Context: an optimization exercise on an open-source flow, tuned for small area and a short achievable clock period. The choices shown serve that exercise and are no tape-out recipe.
Only simulation tests tie the RTL to the original design; equivalence was not proved.
No activity file was given, so power comes from the tool's default toggle rates.

==> flow/design.v <==
module flash_cmd_trace #(
    parameter int DEPTH_LOG2 = 6,
    parameter int TS_WIDTH   = 24
) (
    input  logic        clk,
    input  logic        rst_n,
    input  logic [7:0]  mon_cmd,
    input  logic        mon_stb,
    input  logic [1:0]  wb_addr,
    output logic [31:0] wb_rdata,
    input  logic [31:0] wb_wdata,
    input  logic        wb_we,
    input  logic        wb_cyc,
    output logic        wb_ack
);
    localparam int DEPTH = 1 << DEPTH_LOG2;
    logic [TS_WIDTH-1:0]   ts;
    logic [23:0]           ts_ext;
    logic [31:0]           mem [DEPTH];
    logic [DEPTH_LOG2-1:0] wr_ptr;
    logic [DEPTH_LOG2-1:0] rd_ptr;
    logic [DEPTH_LOG2:0]   level;
    logic [7:0]            drop_cnt;
    logic                  ovf;
    logic                  enable;
    logic                  empty;
    logic                  full;
    logic                  ctrl_wr;
    logic                  clr;
    logic                  pop;
    logic                  eligible;
    logic                  push;
    logic                  drop;
    logic                  filt_ok;
    logic [31:0]           filt_rd;
    logic [31:0]           status;
    logic [31:0]           rd_val;
    assign ts_ext = 24'(ts);
    assign empty  = (level == '0);
    assign full   = level[DEPTH_LOG2];
    assign ctrl_wr  = wb_ack & wb_we & (wb_addr == 2'd0);
    assign clr      = ctrl_wr & wb_wdata[1];
    assign pop      = wb_ack & ~wb_we & (wb_addr == 2'd1) & ~empty;
    assign eligible = mon_stb & enable & ~clr & filt_ok;
    assign push     = eligible & (~full | pop);
    assign drop     = eligible & full & ~pop;
    logic       filt_en;
    logic [7:0] filt_mask;
    logic [7:0] filt_match;
    logic       unused_wdata;
    assign filt_ok      = ~filt_en | ((mon_cmd & filt_mask) == (filt_match & filt_mask));
    assign filt_rd      = {15'b0, filt_en, filt_mask, filt_match};
    assign unused_wdata = ^wb_wdata[31:17];
    always_ff @(posedge clk or negedge rst_n) begin
        if (!rst_n) begin
            filt_en    <= 1'b0;
            filt_mask  <= 8'h00;
            filt_match <= 8'h00;
        end else if (wb_ack && wb_we && wb_addr == 2'd2) begin
            filt_en    <= wb_wdata[16];
            filt_mask  <= wb_wdata[15:8];
            filt_match <= wb_wdata[7:0];
        end
    end
    always_ff @(posedge clk) begin
        if (push) begin
            mem[wr_ptr] <= {mon_cmd, ts_ext};
        end
    end
    always_ff @(posedge clk or negedge rst_n) begin
        if (!rst_n) begin
            ts       <= '0;
            wr_ptr   <= '0;
            rd_ptr   <= '0;
            level    <= '0;
            drop_cnt <= 8'h00;
            ovf      <= 1'b0;
            enable   <= 1'b1;
            wb_ack   <= 1'b0;
        end else begin
            wb_ack <= wb_cyc & ~wb_ack;
            ts     <= clr ? '0 : ts + 1'b1;
            if (ctrl_wr) begin
                enable <= wb_wdata[0];
            end
            if (clr) begin
                wr_ptr   <= '0;
                rd_ptr   <= '0;
                level    <= '0;
                drop_cnt <= 8'h00;
                ovf      <= 1'b0;
            end else begin
                if (push) begin
                    wr_ptr <= wr_ptr + 1'b1;
                end
                if (pop) begin
                    rd_ptr <= rd_ptr + 1'b1;
                end
                if (push && !pop) begin
                    level <= level + 1'b1;
                end else if (pop && !push) begin
                    level <= level - 1'b1;
                end
                if (drop) begin
                    ovf <= 1'b1;
                    if (drop_cnt != 8'hFF) begin
                        drop_cnt <= drop_cnt + 1'b1;
                    end
                end
            end
        end
    end
    assign status = {empty, full, ovf, enable, 4'b0, drop_cnt, 16'(level)};
    always_comb begin
        rd_val = 32'h0;
        case (wb_addr)
            2'd0:    rd_val = status;
            2'd1:    rd_val = empty ? 32'h0 : mem[rd_ptr];
            2'd2:    rd_val = filt_rd;
            default: rd_val = 32'h0;
        endcase
    end
    assign wb_rdata = (wb_ack && !wb_we) ? rd_val : 32'h0;
endmodule
==> flow/run.sh <==
#!/bin/bash
# synth_recipe.tcl (not shown) runs the flow's synth.tcl, then flattens the netlist and writes it again
# the make line also repeats each setting of config.mk as NAME=value (left out here)
make -C /OpenROAD-flow-scripts/flow DESIGN_CONFIG=/design/flow/config.mk WORK_HOME=/design/flow/orfs CLKGATE_MAP_FILE= SYNTH_SCRIPT=/design/flow/synth_recipe.tcl finish
==> flow/config.mk <==
export PLATFORM = sky130hd
export DESIGN_NAME = flash_cmd_trace
export DESIGN_NICKNAME = flash_cmd_trace
export VERILOG_FILES = /design/flow/design.v
export SDC_FILE = /design/flow/constraint.sdc
export NUM_CORES = 4
export LEC_CHECK = 0
export CAP_MARGIN = 20
export CORE_MARGIN = 2
export CORE_UTILIZATION = 50
export SLEW_MARGIN = 20
==> flow/constraint.sdc <==
create_clock -name core_clock -period 6.0 [get_ports {clk}]
set_input_delay 1.2000 -clock core_clock [delete_from_list [all_inputs] [get_ports {clk}]]
set_output_delay 1.2000 -clock core_clock [all_outputs]
set_load 0.01 [all_outputs]
==> results of run 1 <==
power breakdown:
| group | switching [uW] | internal (uW) |
|---|---|---|
| Combinational | 5990 | 4120 |
| Clock | 5440 | 7050 |
| Sequential | 368 | 17200 |
| Total | 11800 | 28400 |
what timing repair did:
| action | in CTS | in global routing |
|---|---|---|
| setup buffers | 12 | 1 |
| resized for setup | 8 | 9 |
| pin swaps | 1 | 1 |
| endpoints found under the hold margin | 0 | 0 |
| setup endpoints to repair | 11 | 8 |
cell type report:
| type | instances | area [um^2] |
|---|---|---|
| Sequential cell | 2119 | 63330 |
| Clock inverter | 111 | 898.4 |
| Tap cell | 2175 | 2721 |
| Timing Repair Buffer | 324 | 2923 |
| Fill cell | 12080 | 69180 |
| Inverter | 9 | 36.28 |
| Antenna cell | 9 | 22.52 |
| Clock buffer | 270 | 5583 |
| Multi-Input combinational cell | 1435 | 18270 |
per-layer routing:
layer	wire length (um)	GRT usage [%]	share of wire [%]
met3	22810	6.175	9.9
met2	106500	42.02	46
met1	93780	40.39	41
met4	6949	7.993	3.0
met5	50	0	0.022
registers in the layout, summed over array words and instances, names as in the netlist:
| signal | count |
|---|---|
| ts | 24 |
| filt_en | 1 |
| filt_mask | 8 |
| rd_ptr | 6 |
| drop_cnt | 8 |
| wb_ack | 1 |
| level | 7 |
| filt_match | 8 |
| wr_ptr | 6 |
| ovf | 1 |
| mem | 2048 |
| enable | 1 |
cells by family after synthesis:
logic type | share of synthesized area, %
buf+inv | 1.342
flops | 77.03
mux | 16.40
compound gates | 2.634
fa+ha+maj | 0.1767
xor+xnor | 0.3625
simple gates | 2.049
cell usage after synthesis, types with 25 or more instances:
cell	instances
sky130_fd_sc_hd__edfxtp_1	2048
sky130_fd_sc_hd__mux4_2	486
sky130_fd_sc_hd__mux2i_1	220
sky130_fd_sc_hd__clkbuf_1	91
sky130_fd_sc_hd__nor2_1	84
sky130_fd_sc_hd__nand2_1	77
sky130_fd_sc_hd__dfrtp_1	70
sky130_fd_sc_hd__a21oi_1	55
sky130_fd_sc_hd__buf_2	53
sky130_fd_sc_hd__nor3_1	47
sky130_fd_sc_hd__buf_4	41
sky130_fd_sc_hd__nand3_1	39
sky130_fd_sc_hd__o22ai_1	39
sky130_fd_sc_hd__o21ai_0	37
sky130_fd_sc_hd__buf_1	32
sky130_fd_sc_hd__o221ai_1	30
sky130_fd_sc_hd__mux2_2	29
sky130_fd_sc_hd__xor2_1	25
critical path, stage by stage (launching register included):
cell,delay (ns)
sky130_fd_sc_hd__dfrtp_4,0.60
sky130_fd_sc_hd__buf_4,0.19
sky130_fd_sc_hd__buf_12,0.17
sky130_fd_sc_hd__buf_12,0.32
sky130_fd_sc_hd__mux4_2,0.56
sky130_fd_sc_hd__mux2i_1,0.59
sky130_fd_sc_hd__a221oi_1,0.27
sky130_fd_sc_hd__a22oi_1,0.22
sky130_fd_sc_hd__o21ai_1,0.17
sky130_fd_sc_hd__buf_4,0.23
sky130_fd_sc_hd__clkdlybuf4s50_1,0.48
per-stage QoR:
stage | instance area [um^2] | power, uW
2_1_floorplan | 82140 | 23960
5_1_grt | 93750 | 41390
3_3_place_gp | 87040 | 27780
4_1_cts | 93710 | 40360
3_5_place_dp | 87060 | 27880
6_report | 93770 | 40200
worst min path at each step:
stage                   endpoint  slack [ns]  cells after the start
floorplan                    ovf        0.45                      2
global placement             ovf        0.47                      2
detailed placement           ovf        0.48                      2
CTS                 filt_mask[5]        0.34                      1
global route        filt_mask[5]        0.38                      1
finish              filt_mask[5]        0.37                      1
==> flow_summary.json, run 1 <==
{
  "run_status": "no timing/DRC/antenna violations",
  "max-cap-violations": 0,
  "number_of_primary_i_o_pins": 80,
  "grtUsageTotal_pct": 27.59,
  "reg2reg_to": "level[6]",
  "grt_first_pass_wirelength_mm": 320.2,
  "post_synth_instance_area_um2": 82140,
  "crit_path_start": "rd_ptr[0]",
  "synth_nets": 3841,
  "antenna_found_initial": 18,
  "number_of_register_bits_inferred_by_synthesis": 2119,
  "placer_congestion_estimate": 0.8970,
  "fp.coreArea_um2": 163000,
  "drt_wl_total_mm": 230.1,
  "cts_root_buf": "sky130_fd_sc_hd__clkbuf_16",
  "die_x_um": 409.3,
  "layout.cells.most_common_list": "sky130_fd_sc_hd__edfxtp_1 (2,048), sky130_fd_sc_hd__mux4_2 (486), sky130_fd_sc_hd__buf_4 (231)",
  "design.die.area_um2": 167500,
  "holdBufCountCts": 0,
  "numCtsBuffers": 206,
  "timing.critical_path.to_type": "primary output",
  "power_leakage_uw": 0.02950,
  "totalNegativeSetupSlack_ns": 0,
  "final_core_utilization_pct": 57.55,
  "dpl.cell_count": 6049,
  "nets": 4153,
  "setup_ws_ns": 0.07365,
  "ys.flop_type": "sky130_fd_sc_hd__edfxtp_1",
  "worstPathArrival_ns": 4.73,
  "max-vdd-ir-drop_v": 0.0004510,
  "upper_clock_frequency_limit_mhz": 168.7,
  "cts.htree.levels": 4,
  "synth.area.top_cells": "sky130_fd_sc_hd__edfxtp_1 (75%), sky130_fd_sc_hd__mux4_2 (13%), sky130_fd_sc_hd__mux2i_1 (2.7%), sky130_fd_sc_hd__dfrtp_1 (2.1%), sky130_fd_sc_hd__clkbuf_1 (0.42%)",
  "critPathLaunchType": "flip-flop",
  "detail_route.drc_violations": 0,
  "final_layout_size_suffix_gt1_share_pct": 27.84,
  "rr_startpoint": "filt_match[7]",
  "post-route-period-util_pct": 98.77,
  "fin_skew_ns": 0.02976,
  "crit_path_max_fanout": 42,
  "post_drt_antenna_nets": 0,
  "detail_route.iter0.violations": 5721,
  "clock-sinks": 2119,
  "post-route-min-period_ns": 5.926,
  "synth.yosys.warnings": 1,
  "timing.critical_path.to": "wb_rdata[26]",
  "dr_total_vias": 41690,
  "synthDistinctLibCells": 64,
  "route.detailed.vias_per_inst": 6.461,
  "worst-slew-pin-transition_ns": 1.067,
  "dpl.hpwl_mm": 130.2,
  "finalHoldViolations": 0,
  "detail_route.wl_per_cell_um": 35.67,
  "powerDensity_nw_per_um2": 428.7,
  "post_layout_nonfiller_instances": 6452,
  "setup.worst_path.class": "flip-flop to primary output",
  "layout-area-overhead-vs-synth_pct": 14.16,
  "synthesis.instances": 3783,
  "max_slew_margin_pct": 28.08,
  "clk_latency_ns": 0.84,
  "synth_edf_count": 2048,
  "layout_commonest_cell": "sky130_fd_sc_hd__edfxtp_1",
  "report.final.setup_viol": 0,
  "vias_in_the_first_global_route": 40700,
  "number_of_pins_with_negative_max_slew_slack_in_the_final_report": 0,
  "rows": 148,
  "synth_top_area_share_pct": 74.87,
  "syn_area_per_cell_um2": 21.71,
  "holdCritPathClass": "input pin to asynchronous set/reset pin",
  "netlist.top_cell.by_area": "sky130_fd_sc_hd__edfxtp_1",
  "io_buffers": 64,
  "asyncSetResetFlopFracSynth_pct": 3.351,
  "die_height_um": 409.3,
  "hold_ws_ns": 0.3714,
  "grt_max_degree": 69,
  "clkTransAtPathRegs_ns": 0.06,
  "cts_buffer_depth": 3,
  "synth-seq-area-share_pct": 77.03,
  "rsz0062_at_grt": "no",
  "required_ns": 4.80,
  "start_util_pct": 50.41,
  "r2r_setup_slack_ns": 1.87,
  "overflow": 0,
  "ff2ff_path_depth": 11,
  "drt_pre_antenna_iters": 6,
  "clock_tree_from_tritoncts": "yes",
  "detailedPlace.worstSlack_ns": -0.1723
}
==> run 2: changes to the inputs <==
--- a/flow/design.v
+++ b/flow/design.v
@@ -16,5 +16,6 @@
     localparam int DEPTH = 1 << DEPTH_LOG2;
+    localparam int ADEPTH = DEPTH - 1;
     logic [TS_WIDTH-1:0]   ts;
-    logic [23:0]           ts_ext;
-    logic [31:0]           mem [DEPTH];
+    logic [31:0]           arr [ADEPTH];
+    logic [31:0]           head;
     logic [DEPTH_LOG2-1:0] wr_ptr;
@@ -27,2 +28,3 @@
     logic                  full;
+    logic                  one;
     logic                  ctrl_wr;
@@ -34,2 +36,5 @@
     logic                  filt_ok;
+    logic                  head_new;
+    logic                  arr_wr;
+    logic [31:0]           entry;
     logic [31:0]           filt_rd;
@@ -37,5 +42,6 @@
     logic [31:0]           rd_val;
-    assign ts_ext = 24'(ts);
-    assign empty  = (level == '0);
-    assign full   = level[DEPTH_LOG2];
+    assign entry = {mon_cmd, 24'(ts)};
+    assign empty = (level == '0);
+    assign full  = level[DEPTH_LOG2];
+    assign one   = (level == 7'd1);
     assign ctrl_wr  = wb_ack & wb_we & (wb_addr == 2'd0);
@@ -46,2 +52,4 @@
     assign drop     = eligible & full & ~pop;
+    assign head_new = push & (empty | (one & pop));
+    assign arr_wr   = push & ~empty & ~(one & pop);
     logic       filt_en;
@@ -49,6 +57,4 @@
     logic [7:0] filt_match;
-    logic       unused_wdata;
-    assign filt_ok      = ~filt_en | ((mon_cmd & filt_mask) == (filt_match & filt_mask));
-    assign filt_rd      = {15'b0, filt_en, filt_mask, filt_match};
-    assign unused_wdata = ^wb_wdata[31:17];
+    assign filt_ok = ~filt_en | ((mon_cmd & filt_mask) == (filt_match & filt_mask));
+    assign filt_rd = {15'b0, filt_en, filt_mask, filt_match};
     always_ff @(posedge clk or negedge rst_n) begin
@@ -65,6 +71,17 @@
     always_ff @(posedge clk) begin
-        if (push) begin
-            mem[wr_ptr] <= {mon_cmd, ts_ext};
+        if (arr_wr) begin
+            arr[wr_ptr] <= entry;
         end
     end
+    always_ff @(posedge clk) begin
+        if (head_new) begin
+            head <= entry;
+        end else if (pop) begin
+            head <= arr[rd_ptr];
+        end
+    end
+    logic [DEPTH_LOG2-1:0] wr_ptr_nx;
+    logic [DEPTH_LOG2-1:0] rd_ptr_nx;
+    assign wr_ptr_nx = (wr_ptr == DEPTH_LOG2'(ADEPTH - 1)) ? '0 : wr_ptr + 1'b1;
+    assign rd_ptr_nx = (rd_ptr == DEPTH_LOG2'(ADEPTH - 1)) ? '0 : rd_ptr + 1'b1;
     always_ff @(posedge clk or negedge rst_n) begin
@@ -92,7 +109,7 @@
             end else begin
-                if (push) begin
-                    wr_ptr <= wr_ptr + 1'b1;
+                if (arr_wr) begin
+                    wr_ptr <= wr_ptr_nx;
                 end
-                if (pop) begin
-                    rd_ptr <= rd_ptr + 1'b1;
+                if (pop && !one) begin
+                    rd_ptr <= rd_ptr_nx;
                 end
@@ -117,3 +134,3 @@
             2'd0:    rd_val = status;
-            2'd1:    rd_val = empty ? 32'h0 : mem[rd_ptr];
+            2'd1:    rd_val = empty ? 32'h0 : head;
             2'd2:    rd_val = filt_rd;
==> run 2 against run 1 <==
Clock skew up 0.027 ns; sequential share of layout area down 0.18 points; clock-buffer cell count decreased by 6; synthesized cell count up 5.3%; total power down 0.34%; register-to-register slack got worse by 0.17 ns; combinational power shrank 9%; critical path depth fell by 4; first-iteration DRC count grew 8.9%; via count up 1.6%; die area grew 0.24%; critical endpoint is now wb_rdata[27].
==> flow_summary.json, run 2 <==
{
  "report.final.setup_viol": 0,
  "clock_tree_from_tritoncts": "yes",
  "numCtsBuffers": 210,
  "rows": 148,
  "layout_commonest_cell": "sky130_fd_sc_hd__edfxtp_1",
  "synth.most_common_cell": "sky130_fd_sc_hd__edfxtp_1",
  "layout.cells.most_common_list": "sky130_fd_sc_hd__edfxtp_1 (2,048), sky130_fd_sc_hd__mux4_2 (469), sky130_fd_sc_hd__clkbuf_16 (211)",
  "detail_route.drc_violations": 0,
  "netlist.top_cell.by_area": "sky130_fd_sc_hd__edfxtp_1",
  "power_leakage_uw": 0.02939,
  "n_fill_cell": 11860,
  "rsz0062_at_grt": "no",
  "route.detailed.vias_per_inst": 6.437,
  "asyncSetResetFlopFracSynth_pct": 3.351,
  "finalInstanceArea_um2": 94020,
  "fp.coreArea_um2": 163100,
  "post_synth_instance_area_um2": 82340,
  "fin_skew_ns": 0.05710,
  "run_status": "no timing/DRC/antenna violations",
  "required_ns": 4.80,
  "ctsResizeCount": 0,
  "clkTransAtPathRegs_ns": 0.06,
  "ys_top_cells_by_count": "sky130_fd_sc_hd__edfxtp_1 (2,048), sky130_fd_sc_hd__mux4_2 (469), sky130_fd_sc_hd__mux2i_1 (158), sky130_fd_sc_hd__nor2_1 (151), sky130_fd_sc_hd__nand2_1 (130)",
  "number_of_register_bits_inferred_by_synthesis": 2119,
  "critical_path_depth": 6,
  "cts_root_buf": "sky130_fd_sc_hd__clkbuf_16",
  "worstPathArrival_ns": 3.92,
  "clock-sinks": 2119,
  "synth_edf_count": 2048,
  "rr_startpoint": "rd_ptr[0]",
  "cts.htree.levels": 4,
  "upper_clock_frequency_limit_mhz": 195.3,
  "finalHoldViolations": 0,
  "crit_family": "buffers and inverters",
  "synth.area.top_cells": "sky130_fd_sc_hd__edfxtp_1 (75%), sky130_fd_sc_hd__mux4_2 (13%), sky130_fd_sc_hd__dfrtp_1 (2.1%), sky130_fd_sc_hd__mux2i_1 (1.9%), sky130_fd_sc_hd__nor2_1 (0.69%)",
  "max-cap-violations": 0,
  "synth_top_area_share_pct": 74.69,
  "max-vdd-ir-drop_v": 0.0004309,
  "crit_slowest_cell": "sky130_fd_sc_hd__clkdlybuf4s50_1",
  "timing.critical_path.to_type": "primary output",
  "max_slew_margin_pct": 19.88,
  "synth.yosys.warnings": 1,
  "grt_first_pass_wirelength_mm": 320.6,
  "holdCritPathClass": "input pin to asynchronous set/reset pin",
  "ys.flop_type": "sky130_fd_sc_hd__edfxtp_1",
  "post_dp_cell_area_um2": 87190,
  "post-route-period-util_pct": 85.33,
  "largest-register": "arr",
  "cts_buffer_depth": 3,
  "grtUsageTotal_pct": 27.31,
  "io_buffers": 64,
  "syn_area_per_cell_um2": 20.66,
  "vias_in_the_first_global_route": 41170,
  "cp_num_buf_inv": 3,
  "grt_max_degree": 81,
  "drt_wl_total_mm": 227.3,
  "design.die.area_um2": 167900,
  "synth-seq-area-share_pct": 76.85,
  "final_layout_size_suffix_gt1_share_pct": 25.06,
  "reg_top3": "arr: 2016 flops, head: 32 flops, ts: 24 flops",
  "start_util_pct": 50.47,
  "overflow": 0,
  "layout-area-overhead-vs-synth_pct": 14.19,
  "number_of_primary_i_o_pins": 80,
  "critical_path_cell_by_cell": "clkdlybuf4s50_1 -> nand4bb_1 -> a21oi_2 -> buf_4 -> and2_1 -> clkdlybuf4s50_1",
  "multiInputGateArea_um2": 18560,
  "critPathMostFrequentCell": "sky130_fd_sc_hd__clkdlybuf4s50_1",
  "dr_total_vias": 42350,
  "die_x_um": 409.8,
  "worst-slew-pin-transition_ns": 1.202,
  "synthesis.instances": 3985,
  "detail_route.iter0.violations": 6229,
  "die_height_um": 409.8,
  "synth_nets": 4041,
  "critical-path-max-stage-delay_ns": 0.80,
  "r2r_setup_slack_ns": 1.70,
  "synthDistinctLibCells": 66,
  "crit_path_start": "wb_addr[0]",
  "setup.worst_path.class": "input pin to primary output",
  "powerDensity_nw_per_um2": 426.1,
  "largest_register_ff_count": 2016,
  "number_of_pins_with_negative_max_slew_slack_in_the_final_report": 0,
  "dpl.hpwl_mm": 133.0,
  "timing.critical_path.to": "wb_rdata[27]",
  "detail_route.wl_per_cell_um": 34.55,
  "totalNegativeSetupSlack_ns": 0,
  "buffers_inserted_by_post_cts_timing_repair": 0,
  "ff2ff_path_depth": 6,
  "seqCellArea_um2": 63330,
  "crit_path_max_fanout": 15,
  "placer_congestion_estimate": 0.9143,
  "post_drt_antenna_nets": 0,
  "antenna_found_initial": 8,
  "drt_pre_antenna_iters": 5,
  "reg2reg_to": "head[2]",
  "post-route-min-period_ns": 5.120,
  "holdBufCountCts": 0,
  "clk_latency_ns": 0.86,
  "nets": 4285,
  "critPathLaunchType": "input pin"
}
[run 2: changes by cell type in the layout (fill, tap and decap cells not counted), sizes merged, moves of 17 or more]
cell	delta
o21ai	+31
nor4	-17
nand2	+53
a31oi	+30
a22oi	+51
nor2	+75
mux4	-17
nor3	-24
a21oi	+53
buf	-65
mux2i	-62
[run 2: worst reg2reg max path, delay by kind of cell (launching register included)]
family          cells  cell delay (ns)
flops               1             1.11
compound gates      3             1.28
mux                 2             1.18
buf+inv             1             0.46
[run 2: how the worst min path moves through the flow]
stage	endpoint	slack, ns
finish	filt_match[2]	0.20
global route	drop_cnt[4]	0.17
CTS	drop_cnt[6]	0.14
detailed placement	ovf	0.53
global placement	ovf	0.48
floorplan	ovf	0.45
[run 2: cells by family after synthesis]
kind of cell | after synthesis | share of synthesized area, %
compound gates | 463 | 3.683
xor+xnor | 29 | 0.3085
fa+ha+maj | 9 | 0.1368
buf+inv | 241 | 1.231
flops | 2119 | 76.85
mux | 656 | 15.15
simple gates | 468 | 2.647
[run 2: metal layers]
| layer | GRT usage, % | up-vias | part of all wire [%] |
|---|---|---|---|
| met2 | 40.64 | 2254 | 46 |
| met4 | 8.450 | 0 | 3.2 |
| met1 | 41.47 | 22650 | 42 |
| met5 | 0 | - | 0 |
| met3 | 4.961 | 306 | 9.5 |
| li1 | - | 17130 | - |
[run 2: report_power, final]
part | internal [uW] | switching [uW]
Sequential | 17400 | 516
Combinational | 3650 | 5530
Clock | 7340 | 5660
[run 2: metrics by stage]
stage	cells	setup WS, ns	hold slack [ns]	utilization, %	total power [uW]
detailed placement	6191	0.7190	0.5250	53.45	27370
global route	6578	0.7108	0.1688	57.63	41310
finish	6579	0.8804	0.1977	57.63	40070
floorplan	3985	1.066	0.4549	-	23760
global placement	6190	0.7502	0.4824	53.44	27280
CTS	6576	0.8767	0.1374	57.62	40260
[run 2: final cells by class]
cell class,count,share of cell area (%)
flip-flops and latches,2119,67.35
inverters,14,0.05855
clock inverters,121,1.351
multi-input cells,1625,19.73
clock buffers,264,5.891
repair buffers,259,2.712
well taps,2175,2.894
diodes,2,0.005323

-- afterwards: timing with drivers on the ports --
No port has a modelled driver above. Below, the same layouts with a new extraction and two added sets of constraints. Step 1 assumes that a clkbuf_16 drives the clock port and a buf_2 every other input. Step 2 times the ports against the registers' clock, not the clock port: input delays grow and output delays shrink by t, the midpoint of the rising clock arrivals with the driver on. Three values: no drivers, after step 1, after step 2; two values: the first two.
| run | shift t [ns] | setup slack, ns | worst setup path at the end | clock arrival spread, ns |
|---|---|---|---|---|
| run 1 | 0.900 | 0.074 / -0.004 / 0.047 | input to output | 0.030 / 0.030 |
| run 2 | 0.918 | 0.880 / 0.854 / 0.651 | input to register | 0.061 / 0.061 |
After both steps every run listed still meets setup and hold. The setup slack of run 2, which loses most, moves by -0.026 ns with the drivers and by -0.229 ns with both steps.
